Background: an optimization exercise with open tools, aiming at a short achievable clock period and few clock cycles per item. Do not read the settings as production practice. The RTL was checked by simulation tests, not by an equivalence proof against the original design. No activity file was given, so power comes from the tool's default toggle rates.

File: design/flow/design.v
package rv_isa_pkg;
    localparam int xlen       = 32;
    localparam int reg_addr_w = 5;
    localparam logic [6:0] op_load   = 7'b0000011;   
    localparam logic [6:0] op_store  = 7'b0100011;   
    localparam logic [6:0] op_reg    = 7'b0110011;   
    localparam logic [6:0] op_imm    = 7'b0010011;   
    localparam logic [6:0] op_branch = 7'b1100011;   
    localparam logic [6:0] op_jal    = 7'b1101111;
    localparam logic [6:0] op_jalr   = 7'b1100111;
    localparam logic [2:0] f3_add_sub = 3'b000;
    localparam logic [2:0] f3_sll     = 3'b001;
    localparam logic [2:0] f3_slt     = 3'b010;
    localparam logic [2:0] f3_sltu    = 3'b011;
    localparam logic [2:0] f3_xor     = 3'b100;
    localparam logic [2:0] f3_srl_sra = 3'b101;
    localparam logic [2:0] f3_or      = 3'b110;
    localparam logic [2:0] f3_and     = 3'b111;
    localparam logic [2:0] f3_beq = 3'b000;
    localparam logic [2:0] f3_bne = 3'b001;
    localparam logic [2:0] f3_lw_sw = 3'b010;
    localparam logic [6:0] f7_alt = 7'b0100000;
endpackage
package core_ctrl_pkg;
    typedef struct packed {
        logic add;    
        logic slt;    
        logic sltu;   
        logic lxor;
        logic lor;
        logic land;
        logic sll;
        logic srl;    
    } alu_sel_t;
endpackage
module controller (
    input  logic [31:0]             instr,
    output logic                    is_load,     
    output logic                    is_store,    
    output logic                    is_branch,   
    output logic                    is_bne,
    output logic                    is_jal,
    output logic                    is_jalr,
    output logic                    uses_rs1,
    output logic                    uses_rs2,
    output logic                    reg_we,      
    output logic                    use_imm,
    output logic                    sub,
    output logic                    arith,
    output core_ctrl_pkg::alu_sel_t sel,
    output logic [31:0]             imm,         
    output logic [31:0]             imm_bj       
);
    logic [6:0] opcode;
    logic [2:0] funct3;
    logic       is_op;
    logic       is_opimm;
    logic       alu_fn;
    assign opcode = instr[6:0];
    assign funct3 = instr[14:12];
    assign is_op     = (opcode == rv_isa_pkg::op_reg);
    assign is_opimm  = (opcode == rv_isa_pkg::op_imm);
    assign is_load   = (opcode == rv_isa_pkg::op_load)  && (funct3 == rv_isa_pkg::f3_lw_sw);
    assign is_store  = (opcode == rv_isa_pkg::op_store) && (funct3 == rv_isa_pkg::f3_lw_sw);
    assign is_branch = (opcode == rv_isa_pkg::op_branch) && (funct3[2:1] == 2'b00);
    assign is_bne    = funct3[0];
    assign is_jal    = (opcode == rv_isa_pkg::op_jal);
    assign is_jalr   = (opcode == rv_isa_pkg::op_jalr);
    assign uses_rs1 = is_op || is_opimm || is_load || is_store || is_branch || is_jalr;
    assign uses_rs2 = is_op || is_store || is_branch;
    assign reg_we   = is_op || is_opimm || is_load || is_jal || is_jalr;
    assign use_imm  = is_opimm || is_load || is_store || is_jalr;
    assign alu_fn = is_op || is_opimm;
    assign sub    = is_op && (funct3 == rv_isa_pkg::f3_add_sub)
                    && (instr[31:25] == rv_isa_pkg::f7_alt)
                 || alu_fn && (funct3 == rv_isa_pkg::f3_slt || funct3 == rv_isa_pkg::f3_sltu);
    assign arith  = instr[30];
    always_comb begin
        sel = '0;
        if (alu_fn) begin
            case (funct3)
                rv_isa_pkg::f3_add_sub: sel.add  = 1'b1;
                rv_isa_pkg::f3_sll:     sel.sll  = 1'b1;
                rv_isa_pkg::f3_slt:     sel.slt  = 1'b1;
                rv_isa_pkg::f3_sltu:    sel.sltu = 1'b1;
                rv_isa_pkg::f3_xor:     sel.lxor = 1'b1;
                rv_isa_pkg::f3_srl_sra: sel.srl  = 1'b1;
                rv_isa_pkg::f3_or:      sel.lor  = 1'b1;
                default:                sel.land = 1'b1;
            endcase
        end else begin
            sel.add = 1'b1;   
        end
    end
    assign imm = is_store ? {{20{instr[31]}}, instr[31:25], instr[11:7]}
                          : {{20{instr[31]}}, instr[31:20]};
    assign imm_bj = is_jal ? {{11{instr[31]}}, instr[31], instr[19:12], instr[20], instr[30:21], 1'b0}
                           : {{19{instr[31]}}, instr[31], instr[7], instr[30:25], instr[11:8], 1'b0};
endmodule
module alu (
    input  logic [rv_isa_pkg::xlen-1:0] a,
    input  logic [rv_isa_pkg::xlen-1:0] b,
    input  logic                        sub,     
    input  logic                        arith,   
    input  core_ctrl_pkg::alu_sel_t     sel,
    output logic [rv_isa_pkg::xlen-1:0] sum,     
    output logic [rv_isa_pkg::xlen-1:0] y
);
    logic [rv_isa_pkg::xlen:0]   diff;
    logic [4:0]                  shamt;
    logic                        lt_signed;
    logic                        lt_unsigned;
    logic [rv_isa_pkg::xlen-1:0] sll_y;
    logic [rv_isa_pkg::xlen-1:0] srl_y;
    assign diff        = {1'b0, a} + {1'b0, (sub ? ~b : b)} + {32'b0, sub};
    assign sum         = diff[rv_isa_pkg::xlen-1:0];
    assign lt_unsigned = ~diff[rv_isa_pkg::xlen];
    assign lt_signed   = (a[31] ^ b[31]) ? a[31] : diff[31];
    assign shamt = b[4:0];
    assign sll_y = a << shamt;
    assign srl_y = rv_isa_pkg::xlen'($signed({arith & a[31], a}) >>> shamt);
    always_comb begin
        y = '0;
        if (sel.add)  y = y | sum;
        if (sel.slt)  y = y | {31'b0, lt_signed};
        if (sel.sltu) y = y | {31'b0, lt_unsigned};
        if (sel.lxor) y = y | (a ^ b);
        if (sel.lor)  y = y | (a | b);
        if (sel.land) y = y | (a & b);
        if (sel.sll)  y = y | sll_y;
        if (sel.srl)  y = y | srl_y;
    end
endmodule
module reg_file (
    input  logic                              clk,
    input  logic                              arst_n,
    input  logic                              we,
    input  logic [rv_isa_pkg::reg_addr_w-1:0] waddr,
    input  logic [rv_isa_pkg::xlen-1:0]       wdata,
    input  logic [rv_isa_pkg::reg_addr_w-1:0] raddr1,
    input  logic [rv_isa_pkg::reg_addr_w-1:0] raddr2,
    output logic [rv_isa_pkg::xlen-1:0]       rdata1,
    output logic [rv_isa_pkg::xlen-1:0]       rdata2
);
    logic [rv_isa_pkg::xlen-1:0] regs [32];
    always_ff @(posedge clk or negedge arst_n) begin
        if (!arst_n) begin
            for (int i = 0; i < 32; i++) begin
                regs[i] <= '0;
            end
        end else if (we && waddr != '0) begin   
            regs[waddr] <= wdata;
        end
    end
    assign rdata1 = (raddr1 == '0) ? '0 : regs[raddr1];
    assign rdata2 = (raddr2 == '0) ? '0 : regs[raddr2];
endmodule
module datapath (
    input  logic        clk,
    input  logic        arst_n,
    output logic [31:0] imem_addr,
    input  logic [31:0] imem_instr,
    output logic        dmem_valid,
    output logic        dmem_write,
    output logic [31:0] dmem_addr,
    output logic [31:0] dmem_wdata,
    input  logic        dmem_ready,
    input  logic [31:0] dmem_rdata,
    output logic        retire_valid,
    output logic [31:0] retire_pc,
    output logic        retire_we,
    output logic [4:0]  retire_rd,
    output logic [31:0] retire_wdata
);
    logic [31:0] pc;
    logic        d_valid;
    logic [31:0] d_ir;
    logic [31:0] d_pc;
    logic        e_valid;
    logic [31:0] e_pc;
    logic [31:0] e_a;          
    logic [31:0] e_b;          
    logic [31:0] e_s;          
    logic        e_fa_m, e_fa_w, e_fb_m, e_fb_w, e_fs_m, e_fs_w;
    logic [31:0] e_alt;        
    logic [31:0] e_link;       
    logic [4:0]  e_rd;
    logic        e_we;         
    logic        e_wb;         
    logic        e_load, e_store, e_branch, e_bne, e_pred, e_jalr, e_link_sel;
    logic        e_sub, e_arith;
    core_ctrl_pkg::alu_sel_t e_sel;
    logic        m_valid;
    logic [31:0] m_pc;
    logic [31:0] m_res;        
    logic [31:0] m_wdata;
    logic [4:0]  m_rd;
    logic        m_we, m_wb, m_req, m_write, m_load;
    logic        w_valid;
    logic [31:0] w_pc;
    logic [31:0] w_res;
    logic [4:0]  w_rd;
    logic        w_we, w_wb;
    logic        stall;        
    logic        load_use;     
    logic        redir_e;
    logic        redir_d;
    logic [31:0] tgt_e;
    logic [31:0] tgt_d;
    assign stall = m_req && !dmem_ready;
    assign imem_addr = pc;
    always_ff @(posedge clk or negedge arst_n) begin
        if (!arst_n) begin
            pc <= '0;
        end else if (!stall) begin
            if (redir_e)
                pc <= tgt_e;
            else if (redir_d)
                pc <= tgt_d;
            else if (!load_use)
                pc <= pc + 32'd4;
        end
    end
    always_ff @(posedge clk or negedge arst_n) begin
        if (!arst_n) begin
            d_valid <= 1'b0;
        end else if (!stall) begin
            if (redir_e || redir_d)
                d_valid <= 1'b0;
            else if (!load_use)
                d_valid <= 1'b1;
        end
    end
    always_ff @(posedge clk) begin
        if (!stall && !load_use) begin
            d_ir <= imem_instr;
            d_pc <= pc;
        end
    end
    logic        d_load, d_store, d_branch, d_bne, d_jal, d_jalr;
    logic        d_use1, d_use2, d_we, d_use_imm, d_sub, d_arith;
    core_ctrl_pkg::alu_sel_t d_sel;
    logic [31:0] d_imm, d_imm_bj;
    logic [4:0]  d_rs1, d_rs2, d_rd;
    logic [31:0] rf1, rf2;
    logic [31:0] d_v1, d_v2;
    logic        d_pred;
    controller u_dec (
        .instr     (d_ir),
        .is_load   (d_load),
        .is_store  (d_store),
        .is_branch (d_branch),
        .is_bne    (d_bne),
        .is_jal    (d_jal),
        .is_jalr   (d_jalr),
        .uses_rs1  (d_use1),
        .uses_rs2  (d_use2),
        .reg_we    (d_we),
        .use_imm   (d_use_imm),
        .sub       (d_sub),
        .arith     (d_arith),
        .sel       (d_sel),
        .imm       (d_imm),
        .imm_bj    (d_imm_bj)
    );
    assign d_rs1 = d_ir[19:15];
    assign d_rs2 = d_ir[24:20];
    assign d_rd  = d_ir[11:7];
    reg_file u_rf (
        .clk    (clk),
        .arst_n (arst_n),
        .we     (w_valid && w_wb),
        .waddr  (w_rd),
        .wdata  (w_res),
        .raddr1 (d_rs1),
        .raddr2 (d_rs2),
        .rdata1 (rf1),
        .rdata2 (rf2)
    );
    assign d_v1 = (w_valid && w_wb && w_rd == d_rs1) ? w_res : rf1;
    assign d_v2 = (w_valid && w_wb && w_rd == d_rs2) ? w_res : rf2;
    assign tgt_d  = d_pc + d_imm_bj;
    assign d_pred = d_branch && d_imm_bj[31];   
    assign load_use = d_valid && e_valid && e_load && e_wb
                      && ((d_use1 && d_rs1 == e_rd) || (d_use2 && d_rs2 == e_rd));
    assign redir_d = d_valid && !load_use && (d_jal || d_pred) && !redir_e;
    logic d_fm1, d_fw1, d_fm2, d_fw2;
    assign d_fm1 = e_valid && e_wb && e_rd == d_rs1;
    assign d_fw1 = m_valid && m_wb && m_rd == d_rs1;
    assign d_fm2 = e_valid && e_wb && e_rd == d_rs2;
    assign d_fw2 = m_valid && m_wb && m_rd == d_rs2;
    logic [31:0] a, b, s, sum, alu_y, e_res;
    logic        eq, taken;
    assign a = e_fa_m ? m_res : (e_fa_w ? w_res : e_a);
    assign b = e_fb_m ? m_res : (e_fb_w ? w_res : e_b);
    assign s = e_fs_m ? m_res : (e_fs_w ? w_res : e_s);
    alu u_alu (
        .a     (a),
        .b     (b),
        .sub   (e_sub),
        .arith (e_arith),
        .sel   (e_sel),
        .sum   (sum),
        .y     (alu_y)
    );
    assign e_res = e_link_sel ? e_link : alu_y;
    assign eq    = (a == s);
    assign taken = e_bne ? !eq : eq;
    assign redir_e = e_valid && (e_jalr || (e_branch && (taken != e_pred)));
    assign tgt_e   = e_jalr ? {sum[31:1], 1'b0} : e_alt;
    always_ff @(posedge clk or negedge arst_n) begin
        if (!arst_n) begin
            e_valid <= 1'b0;
        end else if (!stall) begin
            e_valid <= d_valid && !load_use && !redir_e;
        end
    end
    always_ff @(posedge clk) begin
        if (stall) begin
            if (e_fa_w) e_a <= w_res;
            if (e_fb_w) e_b <= w_res;
            if (e_fs_w) e_s <= w_res;
            e_fa_w <= 1'b0;
            e_fb_w <= 1'b0;
            e_fs_w <= 1'b0;
        end else begin
            e_pc       <= d_pc;
            e_a        <= d_v1;
            e_b        <= d_use_imm ? d_imm : d_v2;
            e_s        <= d_v2;
            e_fa_m     <= d_fm1;
            e_fa_w     <= d_fw1;
            e_fb_m     <= d_fm2 && !d_use_imm;
            e_fb_w     <= d_fw2 && !d_use_imm;
            e_fs_m     <= d_fm2;
            e_fs_w     <= d_fw2;
            e_alt      <= d_pred ? d_pc + 32'd4 : tgt_d;
            e_link     <= d_pc + 32'd4;
            e_rd       <= d_rd;
            e_we       <= d_we;
            e_wb       <= d_we && d_rd != 5'd0;
            e_load     <= d_load;
            e_store    <= d_store;
            e_branch   <= d_branch;
            e_bne      <= d_bne;
            e_pred     <= d_pred;
            e_jalr     <= d_jalr;
            e_link_sel <= d_jal || d_jalr;
            e_sub      <= d_sub;
            e_arith    <= d_arith;
            e_sel      <= d_sel;
        end
    end
    assign dmem_valid = m_req;
    assign dmem_write = m_write;
    assign dmem_addr  = m_res;
    assign dmem_wdata = m_wdata;
    always_ff @(posedge clk or negedge arst_n) begin
        if (!arst_n) begin
            m_valid <= 1'b0;
            m_req   <= 1'b0;
        end else if (!stall) begin
            m_valid <= e_valid;
            m_req   <= e_valid && (e_load || e_store);
        end
    end
    always_ff @(posedge clk) begin
        if (!stall) begin
            m_pc    <= e_pc;
            m_res   <= e_res;
            m_wdata <= s;
            m_rd    <= e_rd;
            m_we    <= e_we;
            m_wb    <= e_wb;
            m_write <= e_store;
            m_load  <= e_load;
        end
    end
    always_ff @(posedge clk or negedge arst_n) begin
        if (!arst_n) begin
            w_valid <= 1'b0;
        end else begin
            w_valid <= m_valid && !stall;
        end
    end
    always_ff @(posedge clk) begin
        w_pc  <= m_pc;
        w_res <= m_load ? dmem_rdata : m_res;
        w_rd  <= m_rd;
        w_we  <= m_we;
        w_wb  <= m_wb;
    end
    assign retire_valid = w_valid;
    assign retire_pc    = w_pc;
    assign retire_we    = w_we;
    assign retire_rd    = w_rd;
    assign retire_wdata = w_res;
endmodule
module rv_core_top (
    input  logic                              clk,
    input  logic                              arst_n,
    output logic [rv_isa_pkg::xlen-1:0]       imem_addr,
    input  logic [rv_isa_pkg::xlen-1:0]       imem_instr,
    output logic                              dmem_valid,
    output logic                              dmem_write,
    output logic [rv_isa_pkg::xlen-1:0]       dmem_addr,
    output logic [rv_isa_pkg::xlen-1:0]       dmem_wdata,
    input  logic                              dmem_ready,
    input  logic [rv_isa_pkg::xlen-1:0]       dmem_rdata,
    output logic                              retire_valid,
    output logic [rv_isa_pkg::xlen-1:0]       retire_pc,
    output logic                              retire_we,
    output logic [rv_isa_pkg::reg_addr_w-1:0] retire_rd,
    output logic [rv_isa_pkg::xlen-1:0]       retire_wdata
);
    datapath u_datapath (
        .clk          (clk),
        .arst_n       (arst_n),
        .imem_addr    (imem_addr),
        .imem_instr   (imem_instr),
        .dmem_valid   (dmem_valid),
        .dmem_write   (dmem_write),
        .dmem_addr    (dmem_addr),
        .dmem_wdata   (dmem_wdata),
        .dmem_ready   (dmem_ready),
        .dmem_rdata   (dmem_rdata),
        .retire_valid (retire_valid),
        .retire_pc    (retire_pc),
        .retire_we    (retire_we),
        .retire_rd    (retire_rd),
        .retire_wdata (retire_wdata)
    );
endmodule
File: design/flow/run.sh
#!/bin/bash
# synth_recipe.tcl (not shown) runs the flow's synth.tcl, then flattens the netlist and writes it again
# the make line also repeats each setting of config.mk as NAME=value (left out here)
make -C /OpenROAD-flow-scripts/flow DESIGN_CONFIG=/design/flow/config.mk WORK_HOME=/design/flow/orfs CLKGATE_MAP_FILE= SYNTH_SCRIPT=/design/flow/synth_recipe.tcl finish
File: design/flow/config.mk
export PLATFORM = sky130hd
export DESIGN_NAME = rv_core_top
export DESIGN_NICKNAME = rv_core_top
export VERILOG_FILES = /design/flow/design.v
export SDC_FILE = /design/flow/constraint.sdc
export NUM_CORES = 4
export LEC_CHECK = 0
export ABC_CLOCK_PERIOD_IN_PS = 3000
export CAP_MARGIN = 20
export CORE_MARGIN = 2
export CORE_UTILIZATION = 30
export SETUP_SLACK_MARGIN = 5
export SLEW_MARGIN = 20
File: design/flow/constraint.sdc
create_clock -name core_clock -period 10.5 [get_ports {clk}]
set_input_delay 2.1000 -clock core_clock [delete_from_list [all_inputs] [get_ports {clk}]]
set_output_delay 2.1000 -clock core_clock [all_outputs]
set_load 0.01 [all_outputs]
==> reports/results.ini <==
[placement]
gp_congestion=0.954
numPortBuffers=235
dp_hpwl_um=221000
dp.cells=10200
place_area_sq_um=84500

[timing]
clock.fmax_mhz=182
finalSetupViolations=0
worst_pin_slew_ns=1.26
finalMaxSlewViolations=0
hold_viol_final=0
finalCriticalPeriod_ns=5.50
fin_crit_sh=0.524
rsz0062_at_grt=false
tns_ns=0
relSlewSlack=0.160
fin_skew_ns=0.0579

[global_route]
antenna_found_initial=17
grt-ovfl-total=0
grt_pass1_vias=65900
grt_usage=0.272
grt_pass1_wl_um=514000
grt_max_degree=163

[routing]
dr.first_iter.drc_count=12900
drtPass1Iterations=12
routed_wl_um=373000
antenna_left=0
wl_per_cell_um=35.4
vias=68600
drc=0
vias_per_cell=6.51

[floorplan]
die_area_sq_um=264000
pin_count=236
rows=187
core_sq_um=259000
die_w_um=514
die_h_um=514
initial_utilization=0.301

[pwr]
power_density_nw_per_um2=314
peakVddDrop_mv=0.192
p_leak_nw=38.6

[finish]
fin_nets=7179
final_cells=10500
drive_gt1_frac=0.245
fillerInstances=25400
final_area_sq_um=90200
area_growth_pct=15.8

[cts]
cts_tree=yes
cts_buffer_depth=3
cts.sinks=1488
cts_hold_buf=0
path_clk_slew_ns=0.06
root_buffer=clkbuf_16
cts_made_buffers=158
clock_latency_ns=0.84
cts_htree_levels=4

[worst_hold_path]
hold_end=u_datapath.w_pc[3]
whs_path_depth=0
hp-start=u_datapath.m_pc[3]
min_path_type=reg -> reg

[critical_path]
r2r_end=u_datapath.e_b[27]
start_kind=flip-flop
worstPathRequired_ns=11.27
path_class=reg -> reg
cp-end-kind=flip-flop
arrival_ns=6.27
critPathMaxFanout=27
ff2ff_setup_slack_ns=5.00
ff2ff_path_depth=13
worstSetupStartpoint=u_datapath.d_ir[20]
r2r_start=u_datapath.d_ir[20]

[synthesis]
synth_xor_area_frac=0.0208
synth_adder_area_share=0.0211
synth_top_family_by_area=multiplexers
synthCells=6990
syn_avg_cell_area_sq_um=11.1
synth_compound_area_frac=0.171
synth_ff_type=dfrtp_1
syn_nets=7187
syn-cell-area_sq_um=77900
yosysWarnings=5
ys_seq_area_frac=0.486
synth.area.mux_share=0.187
synthSimpleGateAreaFrac=0.0791
ys_types=85
async_reset_ff_frac=0.692
synth-seq-cells=1488
synth_edf_count=289

[run]
cap_violations=0

[status]
status=no timing/DRC/antenna violations

[worst max-delay path, cell delays in order, from the launching register on]
cell and delay [ns]:
edfxtp_1 0.32, buf_4 0.35, buf_4 0.53, nand2_1 0.47, nor2_4 1.10, buf_4 0.63, a22oi_1 0.13, nand2_1 0.10
nor3_1 0.05, nor3b_1 0.22, a211oi_1 0.83, a21oi_1 0.17, a211oi_1 0.32, a21o_1 0.13
[sequential cells by signal, summed over array words and instances (netlist names), 32 cells and up]
register and cells:
u_datapath.d_ir 32, u_datapath.d_pc 32, u_datapath.e_a 32, u_datapath.e_b 32
u_datapath.e_link 32, u_datapath.e_s 32, u_datapath.m_pc 32, u_datapath.m_res 32
u_datapath.m_wdata 32, u_datapath.pc 32, u_datapath.u_rf.regs 992, u_datapath.w_pc 32
u_datapath.w_res 32
[kinds of logic after synthesis]
kind of cell | count (synthesis)
flip-flops | 1488
adder cells (fa/ha/maj) | 130
AND/OR/NAND/NOR | 1304
multiplexers | 1309
XOR/XNOR | 185
AO/OA/AOI/OAI | 1841
buffers and inverters | 733
[layout by cell type (no fill, tap or decap), types with 28 or more instances in the layout]
master,netlist,final
clkbuf_16,0,165
mux2i_1,179,174
nand4_1,150,150
ha_1,128,128
nor3_1,88,85
clkinv_2,0,28
dfrtp_1,1029,1029
clkbuf_8,0,31
edfxtp_1,289,289
nand2_1,399,394
and3_1,29,29
a221oi_1,151,150
a22o_1,155,155
a211oi_1,55,55
nor2_1,325,250
a222oi_1,65,65
a21o_1,63,63
a22oi_1,630,630
xnor2_1,148,148
clkdlybuf4s50_1,0,234
a21oi_1,264,264
xor2_1,37,37
o211ai_1,57,57
o21ai_1,27,28
buf_4,3,210
dfxtp_1,170,165
o21ai_0,199,198
nand3_1,151,145
inv_1,108,106
nor2_4,1,75
mux2_2,1120,1120
[what timing repair did]
action / CTS / global route
buffers inserted: 0 / 0
endpoints found under the hold margin: 0 / 0
gates resized for setup: 7 / 3
endpoints found under the setup margin: 18 / 5
[stage by stage]
stage | total power, mW | setup WS [ns] | utilization | hold slack [ns]
3_5_place_dp | 21.6 | 4.27 | 0.326 | 0.327
4_1_cts | 27.8 | 5.07 | 0.348 | 0.338
6_report | 28.3 | 5.00 | 0.348 | 0.339
5_1_grt | 29.3 | 5.05 | 0.348 | 0.337
3_3_place_gp | 21.4 | 4.20 | 0.326 | 0.330
2_1_floorplan | 16.7 | 5.63 | - | 0.323
[final cells by class]
cell class,instances,area [sq um],share of cell area
diodes,13,32.5,0.000361
clock buffers,223,4660,0.0516
clock inverters,67,967,0.0107
inverters,111,429,0.00476
multi-input cells,4769,38000,0.421
flip-flops and latches,1488,37800,0.419
well taps,3402,4260,0.0472
repair buffers,454,4080,0.0452
[how the worst max path moves through the flow]
stage | to | slack [ns] | cells after the start
global route | u_datapath.m_res[0] | 5.05 | 16
detailed placement | u_datapath.m_res[0] | 4.27 | 17
finish | u_datapath.e_b[27] | 5.00 | 13
floorplan | u_datapath.m_res[20] | 5.63 | 17
global placement | u_datapath.m_res[0] | 4.20 | 17
CTS | u_datapath.m_res[0] | 5.07 | 17
[metal layers]
layer,vias to the layer above,share of wire,GRT usage
met3,1743,0.15,0.121
met2,5889,0.41,0.392
li1,26600,-,-
met5,-,0.00067,0.00384
met1,34300,0.36,0.330
met4,24,0.075,0.164
[Yosys cell counts (73+ instances only)]
cell type,number,area (sq um)
nand4_1,150,938
buf_1,73,274
inv_1,108,405
xnor2_1,148,1300
clkbuf_1,530,1990
a221oi_1,151,1320
mux2i_1,179,1790
o21ai_0,199,996
nand2_1,399,1500
ha_1,128,1600
dfxtp_1,170,3400
nor2_1,325,1220
mux2_2,1120,12600
a22o_1,155,1360
nor3_1,88,440
a22oi_1,630,4730
nand3_1,151,756
a21oi_1,264,1320
dfrtp_1,1029,25700
edfxtp_1,289,8680
[power breakdown]
group          total [mW]  switching (mW)  internal, mW
logic                11.1            6.75          4.30
clock network        6.13            2.56          3.58
registers            11.1            2.55          8.58
Testbench counts, summed over its fixed seeds: cycles 25,845, instructions 19,284.

[port drivers added, routing unchanged]
In the flow no input, the clock included, has a driving cell. The finished layout below was timed again as built, in two steps. Step 1 assumes that a clkbuf_16 drives the clock port and a buf_2 every other input. Step 2 times the ports against the registers' clock, not the clock port: input delays grow and output delays shrink by t, the midpoint of the rising clock arrivals with the driver on. a / b / c = ideal ports / drivers / drivers and shift; a / b = the first two.
t, ns: 0.899
slack for setup (ns): 4.999 / 4.999 / 4.896
worst setup path at the end: input to register
slew at the worst register clock pin (ns): 0.07 / 0.07
After both steps this run still meets setup and hold. For this run, drivers alone change the setup slack by 0.000 ns; drivers and shift together by -0.103 ns.
